What follows belongs to an exercise in optimizing a design on an open flow for a short achievable clock period and few clock cycles; a production flow would make more cautious choices. The RTL was checked by simulation tests, not by an equivalence proof against the original design. Power figures rest on the tool's default switching activity, not on a simulated workload.

--- design/flow/run.sh ---
#!/bin/bash
# synth_recipe.tcl (not shown) runs the flow's synth.tcl, then flattens the netlist and writes it again
# the make line also repeats each setting of config.mk as NAME=value (left out here)
make -C /OpenROAD-flow-scripts/flow DESIGN_CONFIG=/design/flow/config.mk WORK_HOME=/design/flow/orfs CLKGATE_MAP_FILE= SYNTH_SCRIPT=/design/flow/synth_recipe.tcl finish
--- design/flow/config.mk ---
export PLATFORM = sky130hd
export DESIGN_NAME = pipelineCpu
export DESIGN_NICKNAME = pipelineCpu
export VERILOG_FILES = /design/flow/design.v
export SDC_FILE = /design/flow/constraint.sdc
export NUM_CORES = 4
export LEC_CHECK = 0
export CAP_MARGIN = 20
export CORE_MARGIN = 2
export CORE_UTILIZATION = 35
export SLEW_MARGIN = 20
--- design/flow/constraint.sdc ---
create_clock -name core_clock -period 5.5 [get_ports {clk}]
set_input_delay 1.1000 -clock core_clock [delete_from_list [all_inputs] [get_ports {clk}]]
set_output_delay 1.1000 -clock core_clock [all_outputs]
set_load 0.01 [all_outputs]
--- design/flow/design.v ---
package cpuPkg;
  localparam int DataWidth    = 16;
  localparam int RegAddrWidth = 3;
  localparam int DmemDepth    = 256;
  localparam int OpcodeWidth  = 5;
  localparam logic [OpcodeWidth-1:0] OpHalt = 5'b00000;
  localparam logic [OpcodeWidth-1:0] OpNop  = 5'b00001;
  localparam logic [OpcodeWidth-1:0] OpAddi = 5'b01000;
  localparam logic [OpcodeWidth-1:0] OpSubi = 5'b01001;
  localparam logic [OpcodeWidth-1:0] OpBeqz = 5'b01100;
  localparam logic [OpcodeWidth-1:0] OpBnez = 5'b01101;
  localparam logic [OpcodeWidth-1:0] OpSt   = 5'b10000;
  localparam logic [OpcodeWidth-1:0] OpLd   = 5'b10001;
  localparam logic [OpcodeWidth-1:0] OpAlu  = 5'b11011;
  localparam logic [1:0] FnAdd = 2'd0;
  localparam logic [1:0] FnSub = 2'd1;
  localparam logic [1:0] FnXor = 2'd2;
  localparam logic [1:0] FnAnd = 2'd3;
  localparam logic [1:0] FwdNone  = 2'd0;
  localparam logic [1:0] FwdExMem = 2'd1;
  localparam logic [1:0] FwdMemWb = 2'd2;
  typedef union packed {
    struct packed {
      logic [OpcodeWidth-1:0]  opcode;
      logic [RegAddrWidth-1:0] rs;
      logic [RegAddrWidth-1:0] rt;
      logic [RegAddrWidth-1:0] rd;
      logic [1:0]              funct;
    } r;
    struct packed {
      logic [OpcodeWidth-1:0]  opcode;
      logic [RegAddrWidth-1:0] rs;
      logic [RegAddrWidth-1:0] rd;
      logic [4:0]              imm5;
    } i;
    struct packed {
      logic [OpcodeWidth-1:0]  opcode;
      logic [RegAddrWidth-1:0] rs;
      logic [7:0]              imm8;
    } b;
  } instrT;
endpackage
`timescale 1ns/1ps
module fetchStage (
  input  logic                         clk,
  input  logic                         rst,
  input  logic                         stallDecode,
  input  logic                         haltSeen,
  input  logic                         branchTaken,
  input  logic [cpuPkg::DataWidth-1:0] branchTarget,
  input  logic [cpuPkg::DataWidth-1:0] imemData,
  output logic [cpuPkg::DataWidth-1:0] imemAddr,
  output logic [cpuPkg::DataWidth-1:0] ifidInstr,
  output logic [cpuPkg::DataWidth-1:0] ifidPcNext,
  output logic                         ifidValid
);
  logic [cpuPkg::DataWidth-1:0] pc;
  logic [cpuPkg::DataWidth-1:0] pcNext;
  assign pcNext   = pc + cpuPkg::DataWidth'(2);
  assign imemAddr = pc;
  always_ff @(posedge clk) begin
    if (rst) begin
      pc        <= '0;
      ifidValid <= 1'b0;
    end else if (branchTaken) begin
      pc        <= branchTarget;
      ifidValid <= 1'b0;
    end else if (haltSeen && !stallDecode) begin
      ifidValid <= 1'b0;
    end else if (!stallDecode) begin
      pc        <= pcNext;
      ifidValid <= 1'b1;
    end
  end
  always_ff @(posedge clk) begin
    if (!stallDecode) begin
      ifidInstr  <= imemData;
      ifidPcNext <= pcNext;
    end
  end
endmodule
`timescale 1ns/1ps
module decodeStage (
  input  logic                            clk,
  input  logic                            rst,
  input  cpuPkg::instrT                   ifidInstr,
  input  logic [cpuPkg::DataWidth-1:0]    ifidPcNext,
  input  logic                            ifidValid,
  input  logic                            stallDecode,
  input  logic                            branchTaken,
  input  logic                            wbValid,
  input  logic [cpuPkg::RegAddrWidth-1:0] wbReg,
  input  logic [cpuPkg::DataWidth-1:0]    wbData,
  output logic                            haltSeen,
  output cpuPkg::instrT                   idexInstr,
  output logic [cpuPkg::DataWidth-1:0]    idexPcNext,
  output logic [cpuPkg::DataWidth-1:0]    idexRsData,
  output logic [cpuPkg::DataWidth-1:0]    idexRtData,
  output logic [cpuPkg::RegAddrWidth-1:0] idexRd,
  output logic [cpuPkg::DataWidth-1:0]    idexImm,
  output logic                            idexRegWrite,
  output logic                            idexMemRead,
  output logic                            idexMemWrite,
  output logic                            idexAluImm,
  output logic                            idexIsBranch,
  output logic                            idexIsHalt,
  output logic                            idexValid
);
  logic [cpuPkg::DataWidth-1:0]    regFile [1 << cpuPkg::RegAddrWidth];
  logic [cpuPkg::DataWidth-1:0]    rsData;
  logic [cpuPkg::DataWidth-1:0]    rtData;
  logic [cpuPkg::DataWidth-1:0]    immExt;
  logic [cpuPkg::RegAddrWidth-1:0] rdSel;
  logic                    regWrite;
  logic                    memRead;
  logic                    memWrite;
  logic                    aluImm;
  logic                    isBranch;
  logic                    isHalt;
  logic                    loadId;
  logic                    haltLatched;
  always_comb begin
    regWrite = 1'b0;
    memRead  = 1'b0;
    memWrite = 1'b0;
    aluImm   = 1'b0;
    isBranch = 1'b0;
    isHalt   = 1'b0;
    rdSel    = ifidInstr.i.rd;
    immExt   = {{(cpuPkg::DataWidth-5){ifidInstr.i.imm5[4]}}, ifidInstr.i.imm5};
    case (ifidInstr.r.opcode)
      cpuPkg::OpAlu: begin
        regWrite = 1'b1;
        rdSel    = ifidInstr.r.rd;
      end
      cpuPkg::OpAddi, cpuPkg::OpSubi: begin
        regWrite = 1'b1;
        aluImm   = 1'b1;
      end
      cpuPkg::OpLd: begin
        regWrite = 1'b1;
        memRead  = 1'b1;
        aluImm   = 1'b1;
      end
      cpuPkg::OpSt: begin
        memWrite = 1'b1;
        aluImm   = 1'b1;
      end
      cpuPkg::OpBeqz, cpuPkg::OpBnez: begin
        isBranch = 1'b1;
        immExt   = {{(cpuPkg::DataWidth-8){ifidInstr.b.imm8[7]}}, ifidInstr.b.imm8};
      end
      cpuPkg::OpHalt: isHalt = 1'b1;
      default: regWrite = 1'b0;
    endcase
  end
  always_ff @(posedge clk) begin
    if (wbValid) begin
      regFile[wbReg] <= wbData;
    end
  end
  assign rsData = (wbValid && wbReg == ifidInstr.r.rs) ? wbData : regFile[ifidInstr.r.rs];
  assign rtData = (wbValid && wbReg == ifidInstr.r.rt) ? wbData : regFile[ifidInstr.r.rt];
  assign loadId   = ifidValid && !stallDecode && !branchTaken;
  assign haltSeen = haltLatched || (ifidValid && isHalt);
  always_ff @(posedge clk) begin
    if (rst) begin
      idexValid    <= 1'b0;
      idexRegWrite <= 1'b0;
      idexMemRead  <= 1'b0;
      idexMemWrite <= 1'b0;
      idexAluImm   <= 1'b0;
      idexIsBranch <= 1'b0;
      idexIsHalt   <= 1'b0;
      haltLatched  <= 1'b0;
    end else begin
      idexValid    <= loadId;
      idexRegWrite <= loadId && regWrite;
      idexMemRead  <= loadId && memRead;
      idexMemWrite <= loadId && memWrite;
      idexAluImm   <= aluImm;
      idexIsBranch <= loadId && isBranch;
      idexIsHalt   <= loadId && isHalt;
      haltLatched  <= haltLatched || (loadId && isHalt);
    end
  end
  always_ff @(posedge clk) begin
    idexInstr  <= ifidInstr;
    idexPcNext <= ifidPcNext;
    idexRsData <= rsData;
    idexRtData <= rtData;
    idexRd     <= rdSel;
    idexImm    <= immExt;
  end
endmodule
`timescale 1ns/1ps
module hazardUnit (
  input  cpuPkg::instrT                   ifidInstr,
  input  logic                            ifidValid,
  input  cpuPkg::instrT                   idexInstr,
  input  logic                            idexValid,
  input  logic                            idexMemRead,
  input  logic [cpuPkg::RegAddrWidth-1:0] idexRd,
  input  logic [cpuPkg::RegAddrWidth-1:0] exmemRd,
  input  logic                            exmemRegWrite,
  input  logic                            exmemValid,
  input  logic [cpuPkg::RegAddrWidth-1:0] memwbRd,
  input  logic                            memwbRegWrite,
  input  logic                            memwbValid,
  output logic                            stallDecode,
  output logic [1:0]                      fwdSelA,
  output logic [1:0]                      fwdSelB
);
  logic usesRs;
  logic usesRt;
  function automatic logic [1:0] pickSource(input logic [cpuPkg::RegAddrWidth-1:0] src);
    logic [1:0] sel;
    sel = cpuPkg::FwdNone;
    if (exmemValid && exmemRegWrite && exmemRd == src) begin
      sel = cpuPkg::FwdExMem;
    end else if (memwbValid && memwbRegWrite && memwbRd == src) begin
      sel = cpuPkg::FwdMemWb;
    end
    pickSource = sel;
  endfunction
  always_comb begin
    usesRs = 1'b1;
    usesRt = 1'b0;
    case (ifidInstr.r.opcode)
      cpuPkg::OpAlu, cpuPkg::OpSt: usesRt = 1'b1;
      cpuPkg::OpHalt, cpuPkg::OpNop: usesRs = 1'b0;
      default: usesRt = 1'b0;
    endcase
  end
  assign stallDecode = ifidValid && idexValid && idexMemRead &&
                       ((usesRs && ifidInstr.r.rs == idexRd) ||
                        (usesRt && ifidInstr.r.rt == idexRd));
  always_comb begin
    fwdSelA = cpuPkg::FwdNone;
    fwdSelB = cpuPkg::FwdNone;
    if (idexValid) begin
      fwdSelA = pickSource(idexInstr.r.rs);
      fwdSelB = pickSource(idexInstr.r.rt);
    end
  end
endmodule
`timescale 1ns/1ps
module executeStage (
  input  logic                            clk,
  input  logic                            rst,
  input  cpuPkg::instrT                   idexInstr,
  input  logic [cpuPkg::DataWidth-1:0]    idexPcNext,
  input  logic [cpuPkg::DataWidth-1:0]    idexRsData,
  input  logic [cpuPkg::DataWidth-1:0]    idexRtData,
  input  logic [cpuPkg::RegAddrWidth-1:0] idexRd,
  input  logic [cpuPkg::DataWidth-1:0]    idexImm,
  input  logic                            idexRegWrite,
  input  logic                            idexMemRead,
  input  logic                            idexMemWrite,
  input  logic                            idexAluImm,
  input  logic                            idexIsBranch,
  input  logic                            idexIsHalt,
  input  logic                            idexValid,
  input  logic [1:0]                      fwdSelA,
  input  logic [1:0]                      fwdSelB,
  input  logic [cpuPkg::DataWidth-1:0]    memwbData,
  output logic                            branchTaken,
  output logic [cpuPkg::DataWidth-1:0]    branchTarget,
  output logic                            exmemValid,
  output logic [cpuPkg::RegAddrWidth-1:0] exmemRd,
  output logic                            exmemRegWrite,
  output logic                            exmemMemRead,
  output logic                            exmemMemWrite,
  output logic                            exmemIsHalt,
  output logic [cpuPkg::DataWidth-1:0]    exmemAluResult,
  output logic [cpuPkg::DataWidth-1:0]    exmemStoreData
);
  logic [cpuPkg::DataWidth-1:0] opA;
  logic [cpuPkg::DataWidth-1:0] regB;
  logic [cpuPkg::DataWidth-1:0] opB;
  logic [cpuPkg::DataWidth-1:0] aluOut;
  assign opA  = (fwdSelA == cpuPkg::FwdExMem) ? exmemAluResult :
                (fwdSelA == cpuPkg::FwdMemWb) ? memwbData : idexRsData;
  assign regB = (fwdSelB == cpuPkg::FwdExMem) ? exmemAluResult :
                (fwdSelB == cpuPkg::FwdMemWb) ? memwbData : idexRtData;
  assign opB  = idexAluImm ? idexImm : regB;
  always_comb begin
    aluOut = opA + opB;
    if (idexInstr.r.opcode == cpuPkg::OpSubi) begin
      aluOut = opA - opB;
    end else if (idexInstr.r.opcode == cpuPkg::OpAlu) begin
      case (idexInstr.r.funct)
        cpuPkg::FnAdd: aluOut = opA + opB;
        cpuPkg::FnSub: aluOut = opA - opB;
        cpuPkg::FnXor: aluOut = opA ^ opB;
        cpuPkg::FnAnd: aluOut = opA & opB;
      endcase
    end
  end
  assign branchTaken  = idexValid && idexIsBranch &&
                        ((opA == '0) == (idexInstr.b.opcode == cpuPkg::OpBeqz));
  assign branchTarget = idexPcNext + {idexImm[cpuPkg::DataWidth-2:0], 1'b0};
  always_ff @(posedge clk) begin
    if (rst) begin
      exmemValid    <= 1'b0;
      exmemRegWrite <= 1'b0;
      exmemMemRead  <= 1'b0;
      exmemMemWrite <= 1'b0;
      exmemIsHalt   <= 1'b0;
    end else begin
      exmemValid    <= idexValid;
      exmemRegWrite <= idexRegWrite;
      exmemMemRead  <= idexMemRead;
      exmemMemWrite <= idexMemWrite;
      exmemIsHalt   <= idexIsHalt;
    end
  end
  always_ff @(posedge clk) begin
    exmemRd        <= idexRd;
    exmemAluResult <= aluOut;
    exmemStoreData <= regB;
  end
endmodule
`timescale 1ns/1ps
module memoryStage (
  input  logic                            clk,
  input  logic                            rst,
  input  logic                            exmemValid,
  input  logic [cpuPkg::RegAddrWidth-1:0] exmemRd,
  input  logic                            exmemRegWrite,
  input  logic                            exmemMemRead,
  input  logic                            exmemMemWrite,
  input  logic                            exmemIsHalt,
  input  logic [cpuPkg::DataWidth-1:0]    exmemAluResult,
  input  logic [cpuPkg::DataWidth-1:0]    exmemStoreData,
  output logic                            wbValid,
  output logic [cpuPkg::RegAddrWidth-1:0] wbReg,
  output logic [cpuPkg::DataWidth-1:0]    wbData,
  output logic                            halted
);
  localparam int IndexWidth = $clog2(cpuPkg::DmemDepth);
  logic [cpuPkg::DataWidth-1:0]  dmem [cpuPkg::DmemDepth];
  logic [IndexWidth-1:0] wordIndex;
  logic [cpuPkg::DataWidth-1:0]  loadData;
  assign wordIndex = exmemAluResult[IndexWidth:1];
  assign loadData  = dmem[wordIndex];
  always_ff @(posedge clk) begin
    if (exmemValid && exmemMemWrite) begin
      dmem[wordIndex] <= exmemStoreData;
    end
  end
  always_ff @(posedge clk) begin
    if (rst) begin
      wbValid <= 1'b0;
      halted  <= 1'b0;
    end else begin
      wbValid <= exmemValid && exmemRegWrite;
      halted  <= halted || (exmemValid && exmemIsHalt);
    end
  end
  always_ff @(posedge clk) begin
    wbReg  <= exmemRd;
    wbData <= exmemMemRead ? loadData : exmemAluResult;
  end
endmodule
`timescale 1ns/1ps
module pipelineCpu (
  input  logic                            clk,
  input  logic                            rst,
  output logic [cpuPkg::DataWidth-1:0]    imemAddr,
  input  logic [cpuPkg::DataWidth-1:0]    imemData,
  output logic                            wbValid,
  output logic [cpuPkg::RegAddrWidth-1:0] wbReg,
  output logic [cpuPkg::DataWidth-1:0]    wbData,
  output logic                            halted
);
  cpuPkg::instrT                   ifidInstr;
  logic [cpuPkg::DataWidth-1:0]    ifidPcNext;
  logic                    ifidValid;
  logic                    stallDecode;
  logic                    haltSeen;
  logic [1:0]              fwdSelA;
  logic [1:0]              fwdSelB;
  logic                    branchTaken;
  logic [cpuPkg::DataWidth-1:0]    branchTarget;
  cpuPkg::instrT                   idexInstr;
  logic [cpuPkg::DataWidth-1:0]    idexPcNext;
  logic [cpuPkg::DataWidth-1:0]    idexRsData;
  logic [cpuPkg::DataWidth-1:0]    idexRtData;
  logic [cpuPkg::RegAddrWidth-1:0] idexRd;
  logic [cpuPkg::DataWidth-1:0]    idexImm;
  logic                    idexRegWrite;
  logic                    idexMemRead;
  logic                    idexMemWrite;
  logic                    idexAluImm;
  logic                    idexIsBranch;
  logic                    idexIsHalt;
  logic                    idexValid;
  logic                    exmemValid;
  logic [cpuPkg::RegAddrWidth-1:0] exmemRd;
  logic                    exmemRegWrite;
  logic                    exmemMemRead;
  logic                    exmemMemWrite;
  logic                    exmemIsHalt;
  logic [cpuPkg::DataWidth-1:0]    exmemAluResult;
  logic [cpuPkg::DataWidth-1:0]    exmemStoreData;
  fetchStage fetchStage_inst (
    .clk(clk), .rst(rst), .stallDecode(stallDecode), .haltSeen(haltSeen),
    .branchTaken(branchTaken), .branchTarget(branchTarget), .imemData(imemData),
    .imemAddr(imemAddr), .ifidInstr(ifidInstr), .ifidPcNext(ifidPcNext),
    .ifidValid(ifidValid)
  );
  decodeStage decodeStage_inst (
    .clk(clk), .rst(rst), .ifidInstr(ifidInstr), .ifidPcNext(ifidPcNext),
    .ifidValid(ifidValid), .stallDecode(stallDecode), .branchTaken(branchTaken),
    .wbValid(wbValid), .wbReg(wbReg), .wbData(wbData), .haltSeen(haltSeen),
    .idexInstr(idexInstr), .idexPcNext(idexPcNext), .idexRsData(idexRsData),
    .idexRtData(idexRtData), .idexRd(idexRd), .idexImm(idexImm),
    .idexRegWrite(idexRegWrite), .idexMemRead(idexMemRead), .idexMemWrite(idexMemWrite),
    .idexAluImm(idexAluImm), .idexIsBranch(idexIsBranch), .idexIsHalt(idexIsHalt),
    .idexValid(idexValid)
  );
  hazardUnit hazardUnit_inst (
    .ifidInstr(ifidInstr), .ifidValid(ifidValid), .idexInstr(idexInstr),
    .idexValid(idexValid), .idexMemRead(idexMemRead), .idexRd(idexRd),
    .exmemRd(exmemRd), .exmemRegWrite(exmemRegWrite), .exmemValid(exmemValid),
    .memwbRd(wbReg), .memwbRegWrite(wbValid), .memwbValid(wbValid),
    .stallDecode(stallDecode), .fwdSelA(fwdSelA), .fwdSelB(fwdSelB)
  );
  executeStage executeStage_inst (
    .clk(clk), .rst(rst), .idexInstr(idexInstr), .idexPcNext(idexPcNext),
    .idexRsData(idexRsData), .idexRtData(idexRtData), .idexRd(idexRd),
    .idexImm(idexImm), .idexRegWrite(idexRegWrite), .idexMemRead(idexMemRead),
    .idexMemWrite(idexMemWrite), .idexAluImm(idexAluImm), .idexIsBranch(idexIsBranch),
    .idexIsHalt(idexIsHalt), .idexValid(idexValid), .fwdSelA(fwdSelA),
    .fwdSelB(fwdSelB), .exmemAluResult(exmemAluResult), .memwbData(wbData),
    .branchTaken(branchTaken), .branchTarget(branchTarget), .exmemValid(exmemValid),
    .exmemRd(exmemRd), .exmemRegWrite(exmemRegWrite), .exmemMemRead(exmemMemRead),
    .exmemMemWrite(exmemMemWrite), .exmemIsHalt(exmemIsHalt),
    .exmemStoreData(exmemStoreData)
  );
  memoryStage memoryStage_inst (
    .clk(clk), .rst(rst), .exmemValid(exmemValid), .exmemRd(exmemRd),
    .exmemRegWrite(exmemRegWrite), .exmemMemRead(exmemMemRead),
    .exmemMemWrite(exmemMemWrite), .exmemIsHalt(exmemIsHalt),
    .exmemAluResult(exmemAluResult), .exmemStoreData(exmemStoreData),
    .wbValid(wbValid), .wbReg(wbReg), .wbData(wbData), .halted(halted)
  );
endmodule
==> summary.md <==
| Metric | Value |
|---|---|
| Global-route wire length before repair | 635.6 mm |
| Largest stage delay, worst path | 0.63 ns |
| Root Driver | clkbuf_16 |
| Max-cap violations | 0 |
| RSZ-0062 raised after global routing | no |
| Layout cells sized above 1 | 32.59% |
| WL/cell | 30.36 µm |
| Worst-margin pin slew | 1.199 ns |
| Initial antenna violation count | 20 |
| Core area | 485600 µm² |
| Chip height | 702.0 µm |
| Top Ports | 55 |
| GRT Overall Usage | 17.97% |
| Setup TNS Final | 0 ns |
| Post-DR vias/cell | 5.601 |
| R2R cell count | 15 |
| Period utilization | 91.65% |
| CTS H-tree lvls | 5 |
| Iteration count of the initial detailed-routing pass | 8 |
| Number of flops mapped to enable cells by yosys | 4256 |
| CTS tree | done |
| Hold_sp | fetchStage_inst.ifidInstr[2] |
| Final Slew Violations | 0 |
| Relative slew slack | 19.79% |
| WS Path Type | reg2reg |
| # port buffers | 54 |
| Cell with the largest stage delay on the worst path | or4_1 |
| Starting density of the core | 35.12% |
| Routed Antenna Nets | 0 |
| Setup ws final | 0.4592 ns |
| Compound-Gate Fraction of Synth Area | 1.167% |
| Worst min path class | reg2reg |
| Cell area power density | 411.8 nW/µm² |
| Final hold slack | 0.3330 ns |
| Die width | 702.0 µm |
| Synth Area per Inst | 22.74 µm² |
| Peak VDD IR | 0.0003216 V |
| Layout fillers | 42.17k |
| Total wire length | 450.4 mm |
| Critical register-to-register path startpoint | executeStage_inst.exmemRd[0] |
| Final Hold Viols | 0 |
| Bufs on Longest Clock Path | 4 |
| Setup crit end | executeStage_inst.exmemAluResult[14] |
| #FFs+latches synth | 4380 |
| Clock latency (worst-skew pair) | 1.00 ns |
| Final Power | 80.70 mW |
| Post-Syn Nets | 7570 |
| Unique cell type count in the Yosys netlist | 73 |
| Multiplexer share of the synthesized area | 18.54% |
| CP Launch Type | flip-flop |
| Register-to-register setup slack | 0.46 ns |
| Largest net degree at the start of global routing | 203 |
| Most frequent CP cell | o211ai_1 |
| # DRC | 0 |
| Fmax | 0.1984 GHz |
| Post-CTS setup buffer count | 0 |
| Area delta synth->final | 14.91% |
| Clock transition at path regs | 0.06 ns |
| XOR/XNOR Fraction of Synth Area | 0.3390% |
| Clock Sinks | 4380 |
| Number of DRC markers in iteration 0 | 10.93k |
| Post-synth ARST share | 0% |
| # rows | 256 |
| Placer Congestion | 0.8857 |
| Nets@finish | 8098 |
| Clock Skews | 0.09524 ns |
| Vias in the first global route | 82.76k |
| Setup violators final | 0 |
| FF-to-FF End | executeStage_inst.exmemAluResult[14] |
| Leakage Power | 60.57 nW |
| GRT overflow | 0 |
| Post-Syn Area | 170500 µm² |
| Seq/Total Area, Yosys | 76.40% |
| Crit-path cells | xor2_1 -> nor4_1 -> or4_1 -> buf_4 -> o211ai_1 -> o21ai_0 -> mux2_2 -> ha_1 -> a221oi_1 -> or4_1 -> a31oi_1 -> o211ai_1 -> a2111oi_1 -> nor3_1 -> o211ai_1 |
| Crit path from | executeStage_inst.exmemRd[0] |
| WP data required | 6.43 ns |
| Post-DP HPWL | 263.8 mm |
| Final critical-path required period | 5.041 ns |
| Worst Path Max Fanout | 28 |
| Syn Inst Count | 7499 |
| TritonCTS Buffers | 426 |
| Vias | 83.09k |
| Setup crit end kind | flip-flop |
| Critical Path AT | 5.97 ns |
| Largest family of logic cells by synthesized area | multiplexers |
| Status | finished clean |
| Simple-gate portion of the synthesized area | 2.016% |
| Top FF cell, synth | edfxtp_1 |
| Yosys warns | 5 |
| Synth Area in Adders | 0.4021% |
| Post-Place Setup Slack | 0.4401 ns |
| Die Footprint | 492800 µm² |
## metal layers
| metal | part of all wire (%) | vias up | global-route usage [%] |
|---|---|---|---|
| met5 | 0.0093 | - | 0 |
| met3 | 8.9 | 728 | 3.509 |
| met2 | 48 | 4002 | 28.93 |
| met4 | 3.1 | 6 | 5.052 |
| li1 | - | 32951 | - |
| met1 | 40 | 45399 | 24.98 |
## critical path, delay by kind of cell, from the launching register on
| kind | cells | cell delay (ns) |
|---|---|---|
| AOI/OAI and AO/OA | 7 | 1.99 |
| and+or+nand+nor | 4 | 1.31 |
| DFF | 1 | 0.39 |
| adders and majority gates | 1 | 0.47 |
| xor gates and xnor gates | 1 | 0.23 |
| buffers and inverters | 1 | 0.27 |
| muxes | 1 | 0.34 |
## kinds of logic after synthesis
kind of cell,count (synthesis)
compound gates,296
xor+xnor,66
fa+ha+maj,53
buf+inv,481
flops,4380
mux,1452
simple gates,771
## stage by stage
stage | cell area [µm²] | util, % | instances
floorplan | 170500 | - | 7499
global placement | 182400 | 37.56 | 14046
detailed placement | 182400 | 37.57 | 14046
CTS | 195900 | 40.33 | 14821
global route | 195900 | 40.35 | 14825
finish | 196000 | 40.36 | 14835
## worst min path at each step
stage / slack (ns) / cells after the start / to
floorplan: 0.32 / 0 / decodeStage_inst.idexInstr[0]
global placement: 0.33 / 0 / decodeStage_inst.idexPcNext[11]
detailed placement: 0.33 / 0 / decodeStage_inst.idexPcNext[10]
CTS: 0.33 / 0 / decodeStage_inst.idexInstr[2]
global route: 0.34 / 0 / decodeStage_inst.idexPcNext[1]
finish: 0.33 / 0 / decodeStage_inst.idexInstr[2]
## where the power goes
group | total, mW | internal (mW) | switching, mW
registers | 37.7 | 37.0 | 0.632
logic | 14.7 | 6.37 | 8.32
clock network | 28.3 | 15.9 | 12.5
total | 80.7 | 59.3 | 21.4
## timing repair
item | in CTS | in global routing
endpoints found under the setup margin | 0 | 1
hold buffers | 0 | 0
gates resized for setup | 0 | 2
## synthesized netlist by cell type, types with 4 or more instances
library cell / instances / share of area, %
and3_1: 18 / 0.066
edfxtp_1: 4256 / 75
mux2_2: 15 / 0.099
o311ai_0: 4 / 0.021
nor3_1: 56 / 0.16
a211oi_1: 7 / 0.031
mux4_2: 1363 / 18
o21ai_0: 50 / 0.15
a2111oi_0: 4 / 0.021
nand3b_1: 4 / 0.018
a221oi_1: 20 / 0.10
nor2_1: 362 / 0.80
buf_1: 77 / 0.17
a21o_1: 7 / 0.031
inv_1: 57 / 0.13
nor4_2: 4 / 0.029
o21a_1: 12 / 0.053
a21oi_1: 59 / 0.17
nand2_1: 144 / 0.32
xnor2_1: 27 / 0.14
nand2b_1: 15 / 0.055
buf_2: 84 / 0.25
a311oi_1: 7 / 0.036
nand3_1: 92 / 0.27
nor4_1: 11 / 0.040
o21bai_1: 6 / 0.026
xor2_1: 39 / 0.20
ha_1: 50 / 0.37
or3_1: 5 / 0.018
o211ai_1: 26 / 0.11
a31oi_1: 27 / 0.099
clkbuf_1: 255 / 0.56
mux2i_1: 71 / 0.42
nor2b_1: 20 / 0.073
nand4_1: 20 / 0.073
a22oi_1: 23 / 0.10
or4_1: 4 / 0.018
o221ai_1: 4 / 0.021
dfxtp_1: 124 / 1.5
o22ai_1: 11 / 0.040
## cell type report
cell class	count	area (µm²)	share of cell area, %
tap	6450	8070	4.118
timing repair buffer	520	4742	2.420
sequential	4380	130400	66.52
inverter	61	237.7	0.1213
clock buffer	524	11110	5.670
clock inverter	251	2315	1.181
multi-input combinational	2638	39100	19.95
antenna	11	27.53	0.01405
## cells in the final DEF, fill, tap and decap left out, types with 26 or more instances in the layout
cell             netlist  final
a21oi_1               59     59
nor2_2                 0    227
clkinv_1               1    104
mux4_2              1363   1363
nand2_1              144    132
buf_4                  1    409
o21ai_0               50     50
xor2_1                39     39
nor2_1               362    118
bufinv_16              0     32
mux2i_1               71     71
edfxtp_1            4256   4256
a31oi_1               27     27
clkbuf_16              0    429
clkinv_2               0     80
dfxtp_1              124    101
buf_12                 0     54
clkdlybuf4s50_1        0     54
ha_1                  50     50
clkbuf_1             255     93
xnor2_1               27     27
inv_1                 57     57
nor3_1                56     54
nand3_1               92     88
o211ai_1              26     26
## flip-flops by register name (all words and copies together), names as in the netlist, 3 cells and up
| register | count |
|---|---|
| executeStage_inst.exmemStoreData | 16 |
| fetchStage_inst.pc | 16 |
| executeStage_inst.exmemAluResult | 16 |
| decodeStage_inst.idexInstr | 16 |
| memoryStage_inst.dmem | 4096 |
| memoryStage_inst.wbReg | 3 |
| decodeStage_inst.idexRd | 3 |
| decodeStage_inst.regFile | 128 |
| decodeStage_inst.idexPcNext | 16 |
| executeStage_inst.exmemRd | 3 |
| memoryStage_inst.wbData | 16 |
| fetchStage_inst.ifidInstr | 16 |
| fetchStage_inst.ifidPcNext | 16 |
| decodeStage_inst.idexImm | 3 |
Testbench counts, summed over its fixed seeds: cycles 102,923.

what the ideal ports hide:
How much do the figures lean on ideal ports? The routed layout below was timed once more, with nothing changed but the port constraints.
Step 1 (the two cells are an assumption about what drives the block):
set clk [get_ports {clk}]
set_driving_cell -lib_cell sky130_fd_sc_hd__clkbuf_16 $clk
set_driving_cell -lib_cell sky130_fd_sc_hd__buf_2 [delete_from_list [all_inputs] $clk]
Step 2 moves the port delays by t, midway between the first and last clock arrival at a register: inputs arrive t later, outputs are due t later. That takes back most of the time a late clock gives input paths.
Slacks: ideal ports / drivers / drivers and shift; pairs: ideal ports / drivers.
t, ns: 1.077
slack for setup (ns): 0.459 / 0.459 / 0.459
hold slack, ns: 0.333 / 0.333 / 0.333
worst slew at a driven data input, ns: 0.03
After both steps setup and hold are still met in this run. The setup slack of this run moves by 0.000 ns with the drivers and by 0.000 ns with both steps.
